This design comes from an exercise in tuning for small area, a short achievable clock period and few clock cycles per item on the open sky130 flow, not from production work. At most, simulation tests tie the RTL to the original design; equivalence was not proved. Power figures rest on the tool's default switching activity, not on a simulated workload.

// vector_floating_point_divide_unit_iterative
module vector_floating_point_divide_unit_iterative #(
  parameter int VLEN = 128,
  parameter int SEW  = 32
) (
  input  logic            clock,
  input  logic            reset,
  input  logic            flush,
  input  logic            in_valid,
  output logic            in_ready,
  input  logic            reverse,
  input  logic [VLEN-1:0] vs2,
  input  logic [VLEN-1:0] vs1,
  output logic            out_valid,
  input  logic            out_ready,
  output logic [VLEN-1:0] vd,
  output logic [4:0]      fflags
);
export LEC_CHECK = 0
export CAP_MARGIN = 20
export CORE_MARGIN = 2
export CORE_UTILIZATION = 40
export SETUP_SLACK_MARGIN = 2.5
export SLEW_MARGIN = 20
create_clock -name core_clock -period 5.5 [get_ports {clock}]
standard.sh (not shown) runs the stock make flow with config.mk's settings and CLKGATE_MAP_FILE= SYNTH_SCRIPT=/design/flow/synth_recipe.tcl, a recipe that flattens the netlist after the stock synthesis.
==> flow/flow/run.sh <==
#!/bin/bash
set -o pipefail
cp standard.sh standard_sh.txt
export BUFFER_PORTS_ARGS="-buffer_cell sky130_fd_sc_hd__buf_1"
bash standard.sh > standard.log 2>&1
The starting point finished with timing, DRC and antenna clean.
==> next run, changes <==
--- a/flow/config.mk
+++ b/flow/config.mk
@@ -10,3 +10,3 @@
 export CORE_UTILIZATION = 40
-export SETUP_SLACK_MARGIN = 2.5
+export SETUP_SLACK_MARGIN = 1.7
 export SLEW_MARGIN = 20
Effect: Cell area goes down by roughly a tenth. Core utilization goes down by 6.5 points. Register-to-register slack is worse by 0.10 ns. Area after synthesis stays the same. Routed wire length goes down by roughly a tenth. Power goes down by roughly a tenth. Non-clock buffer count goes down by 311. Die area is unchanged. Global-route usage goes down by 2.3 points. Cell count goes down by a few percent.
==> next run, changes <==
--- a/flow/config.mk
+++ b/flow/config.mk
@@ -9,4 +9,4 @@
 export CORE_MARGIN = 2
-export CORE_UTILIZATION = 40
-export SETUP_SLACK_MARGIN = 1.7
+export CORE_UTILIZATION = 50
+export SETUP_SLACK_MARGIN = 1.5
 export SLEW_MARGIN = 20
The new run completed with no timing, DRC or antenna violations.
Total power falls by 9.4%.
Critical path depth falls by 1.
Combinational power decreases by 13%.
Synthesized area is unchanged.
Core utilization climbs by 10 points.
Die area shrinks by 20%.
Worst setup slack loses 0.021 ns.
Wire length decreases by 5.7%.
Final area fell by 3.4%.
Clock power falls by 6.5%.
Via count goes down by 0.70%.
==> next run, changes <==
--- a/flow/config.mk
+++ b/flow/config.mk
@@ -9,4 +9,4 @@
 export CORE_MARGIN = 2
-export CORE_UTILIZATION = 50
-export SETUP_SLACK_MARGIN = 1.5
+export CORE_UTILIZATION = 40
+export SETUP_SLACK_MARGIN = 1.3
 export SLEW_MARGIN = 20
Power is lower slightly; design area is lower slightly; clock-buffer cell count is lower by 2; wire length is higher by a few percent.
No run of this note included a check of the RTL's function; only the layout flow was run.

* * *

== sierra ==
Another version of the RTL of vector_floating_point_divide_unit_iterative (not shown whole).
For scale: roughly 5300 cells after synthesis, roughly 550 flip-flops, ~400 I/O pins.
Settings: LEC_CHECK=0, CAP_MARGIN=20, CORE_MARGIN=2, CORE_UTILIZATION=40, CTS_BUF_LIST=sky130_fd_sc_hd__clkbuf_4 sky130_fd_sc_hd__clkbuf_8, SETUP_SLACK_MARGIN=1.5, SLEW_MARGIN=20; clock period 5.5 ns.
Scripts as last shown in full above: flow/flow/run.sh
sierra: flow completed, timing, DRC and antenna clean
Testbench counts of sierra, summed over its fixed seeds: cycles 26,904, items 1,920.
For ember, these inputs were changed with respect to sierra:
Settings: a change of SETUP_SLACK_MARGIN from 1.5 to 2.1; a deleted CTS_BUF_LIST that had been sky130_fd_sc_hd__clkbuf_4 sky130_fd_sc_hd__clkbuf_8.
==> flow/run.sh (new file) <==
#!/bin/bash
# synth_recipe.tcl (not shown) runs the flow's synth.tcl, then flattens the netlist and writes it again
# the make line also repeats each setting of config.mk as NAME=value (left out here)
make -C /OpenROAD-flow-scripts/flow DESIGN_CONFIG=/design/flow/config.mk WORK_HOME=/design/flow/orfs CLKGATE_MAP_FILE= SYNTH_SCRIPT=/design/flow/synth_recipe.tcl finish
removed: flow/flow/run.sh
removed: flow/standard.sh
Results
In ember relative to sierra, via count had gone up by a few percent. Against sierra, ember comes in 5.0 points higher on combinational cell fraction of total power. Going from sierra to ember, maximum operating frequency shows an increase of 1.9%, count of instances resized after the clock tree is built went up, minimum setup slack in the final design grew by 74 ps. | setup slack after placement | ember vs sierra | 80 ps higher |. Summary — final wirelength, ember relative to sierra: higher, by 5.0%. Going from sierra to ember, cell area after layout has increased, sum of internal, switching and leakage power has increased. Area growth from synthesis to final layout (ember over sierra): increase, 17 points. Status: adder and majority cell fraction of the synthesized area parity (sierra, ember).

* * *

== oak ==
vector_floating_point_divide_unit_iterative, a different RTL version from the one above (not shown whole).
Size in the first run: ~520 flip-flops, roughly 400 I/O pins, ~47000 um2 of cells after synthesis.
clock: 5.5 ns
lec_check: 0
abc_clock_period_in_ps: 2500
cap_margin: 20
core_margin: 2
core_utilization: 40
slew_margin: 20
run.sh (not shown) runs the stock make flow with config.mk's settings and CLKGATE_MAP_FILE= SYNTH_SCRIPT=/design/flow/synth_recipe.tcl, a recipe that flattens the netlist after the stock synthesis.
Stock flow here: none of the scripts above is used.
Setup changes, oak to pine
Settings: ABC_CLOCK_PERIOD_IN_PS now 3200, was 2500.
Notes after the runs:
As far as synthesized cell count goes, oak and pine are indistinguishable; the numbers are identical. For final worst setup slack, oak and pine come out practically identical. Comparing oak against pine, there is no change at all in maximum clock rate. Reported for oak and pine, flip-flop and latch count turned out identical to the last digit. Sequential power delta (oak -> pine): insignificant. pine against oak: global-route usage roughly the same, number of failing setup endpoints in the final timing report roughly the same, multi-input combinational area share roughly the same. From pine to oak, post-route cell area did not move at all. Xor and xnor area share after synthesis across oak and pine: no real change. Diff oak..pine | power | unchanged.
For birch, these inputs were changed with respect to pine:
Settings: clearing ABC_CLOCK_PERIOD_IN_PS, which used to be 3200.
==> results.txt <==
Worst setup margin came out exactly the same in birch and pine.
birch did not stop at any stage, and its layout met the timing, design-rule and antenna checks.
From pine to birch, antenna diode count did not move at all.
Final cell area excluding filler cells: birch vs pine identical
No run of this note included a check of the RTL's function; only the layout flow was run.

* * *

Setup of try-willow:
vector_floating_point_divide_unit_iterative with an RTL version that a note above also has.
Size in the first run: ~650 flip-flops, ~400 I/O pins.
export LEC_CHECK = 0
export CAP_MARGIN = 20
export CORE_MARGIN = 2
export CORE_UTILIZATION = 40
export SETUP_SLACK_MARGIN = 2.0
export SLEW_MARGIN = 20
export TNS_END_PERCENT = 0
create_clock -name core_clock -period 5.5 [get_ports {clock}]
standard.sh (not shown) runs the stock make flow with config.mk's settings and CLKGATE_MAP_FILE= SYNTH_SCRIPT=/design/flow/synth_recipe.tcl, a recipe that flattens the netlist after the stock synthesis.
==> flow/flow/run.sh <==
#!/bin/bash
set -o pipefail
cp standard.sh standard_sh.txt
export BUFFER_PORTS_ARGS="-buffer_cell sky130_fd_sc_hd__buf_1"
bash standard.sh > standard.log 2>&1
In summary, try-willow completed successfully, with a layout that passed the timing, design-rule and antenna checks.
Edits applied to the flow inputs when going from try-willow to try-amber:
- TNS_END_PERCENT removed (was 0)
try-amber has completed all stages; timing, DRC and antenna checks passed. try-amber vs try-willow on fraction of area in registers: try-amber is the lower one. try-amber gives more power in sequential cells than try-willow did. Changes observed in try-amber relative to try-willow: average via count per standard cell increased about 0.4%, via count saw an increase. try-amber: number of buffer and inverter stages on the critical path 1 above try-willow. Between try-willow and try-amber, the cell count went up.
The following lists how try-nickel was set up differently from try-amber:
- SETUP_SLACK_MARGIN: 2.0 -> 1.5
- TNS_END_PERCENT: unset -> 0
==> results.txt <==
Between try-amber and try-nickel, post-cts repair resize count decreased.
Diff try-amber and try-nickel: signed area change from the synthesized netlist to the final layout higher in try-amber
Measured against each other, try-amber and try-nickel differ in maximum frequency, the higher figure coming from try-amber.
As of try-nickel, post-layout total power had fallen by more than 10% compared to try-amber.
Per the comparison of try-nickel with try-amber, post-layout instance area went down by 0.0050 sq mm, total via count after detailed routing saw a decrease.
The following lists how try-onyx was set up differently from try-nickel:
- CORE_UTILIZATION changed from 40 to 50
- SETUP_SLACK_MARGIN changed from 1.5 to 2.0
--- outcome ---
Between try-onyx and try-nickel, the post-synth design cell area figures differ only marginally.
Summary — data arrival at the endpoint of the critical path, try-onyx relative to try-nickel: lower, by 110 ps.
Across try-onyx and try-nickel, none had a timing, DRC or antenna violation.
On largest net degree at the start of global routing: between try-onyx and try-nickel, it ends up lower for try-nickel.
No run of this note included a check of the RTL's function; only the layout flow was run.

* * *

Another version of the RTL of vector_floating_point_divide_unit_iterative (not shown whole).
Size in the first run: ~530 flip-flops, roughly 400 I/O pins, ~50000 sq um of cells after synthesis.
==> flow/design.v (excerpt) <==
module vector_floating_point_divide_unit_iterative #(
  parameter int VLEN = 128,
  parameter int SEW  = 32
) (
  input  logic            clock,
  input  logic            reset,
  input  logic            flush,
  input  logic            in_valid,
  output logic            in_ready,
  input  logic            reverse,
  input  logic [VLEN-1:0] vs2,
  input  logic [VLEN-1:0] vs1,
  output logic            out_valid,
  input  logic            out_ready,
  output logic [VLEN-1:0] vd,
  output logic [4:0]      fflags
);
clock: 5.5 ns
lec_check: 0
abc_clock_period_in_ps: 2500
cap_margin: 20
core_margin: 2
core_utilization: 40
setup_slack_margin: 2.8
slew_margin: 20
run.sh (not shown) runs the stock make flow with config.mk's settings and CLKGATE_MAP_FILE= SYNTH_SCRIPT=/design/flow/synth_recipe.tcl, a recipe that flattens the netlist after the stock synthesis.
Stock flow here: none of the scripts above is used.
Testbench counts at the start, summed over its fixed seeds: cycles 26,904, items 1,920.
Edit:
ABC_CLOCK_PERIOD_IN_PS = not set   (was 2500)
SETUP_SLACK_MARGIN = not set   (was 2.8)
=> Sequential share of layout area grows by 4.6 points; non-clock buffer count drops by 695; via count came out lower by 9.0%; die area does not change; sequential cell count stays the same; setup slack gets worse by 0.98 ns; routed wire length falls by 13%; final area fell by 18%; utilization falls by 10 points.

[port drivers added, routing unchanged]
The flow's constraints put no driver on any port. The routed layouts listed below were extracted and timed again, unchanged, in two steps. Step 1, drivers: a clkbuf_16 drives clock and a buf_2 each remaining input, both assumed. Step 2 moves the port delays by t, midway between the first and last clock arrival at a register: inputs arrive t later, outputs are due t later. That takes back most of the time a late clock gives input paths. a / b / c = ideal / step 1 / step 2; a / b = the first two.
| run | t, ns | slack for setup (ns) | cell pins on the clock port's net |
|---|---|---|---|
| the first run of note 1 | 0.728 | 1.696 / 1.696 / 1.302 | 1 |
| the second run of note 1 | 0.710 | 1.593 / 1.593 / 1.136 | 1 |
| the third run of note 1 | 0.708 | 1.572 / 1.572 / 1.019 | 1 |
| the fourth run of note 1 | 0.724 | 1.455 / 1.455 / 0.832 | 1 |
| sierra | 0.869 | 1.516 / 1.516 / 0.865 | 1 |
| ember | 0.704 | 1.590 / 1.590 / 1.192 | 1 |
| oak | 0.703 | 0.647 / 0.647 / 0.647 | 1 |
| pine | 0.703 | 0.647 / 0.647 / 0.647 | 1 |
| birch | 0.703 | 0.647 / 0.647 / 0.647 | 1 |
| try-willow | 0.712 | 1.695 / 1.695 / 0.992 | 1 |
| try-amber | 0.738 | 1.622 / 1.622 / 1.164 | 1 |
| try-nickel | 0.714 | 1.455 / 1.455 / 0.991 | 1 |
| try-onyx | 0.709 | 1.695 / 1.695 / 1.181 | 1 |
| the first run of note 5 | 0.743 | 1.951 / 1.951 / 1.951 | 1 |
| the second run of note 5 | 0.720 | 0.968 / 0.968 / 0.968 | 1 |
After both steps setup and hold are still met in every run listed. The setup slack of try-willow, which loses most, moves by 0.000 ns with the drivers and by -0.703 ns with both steps.
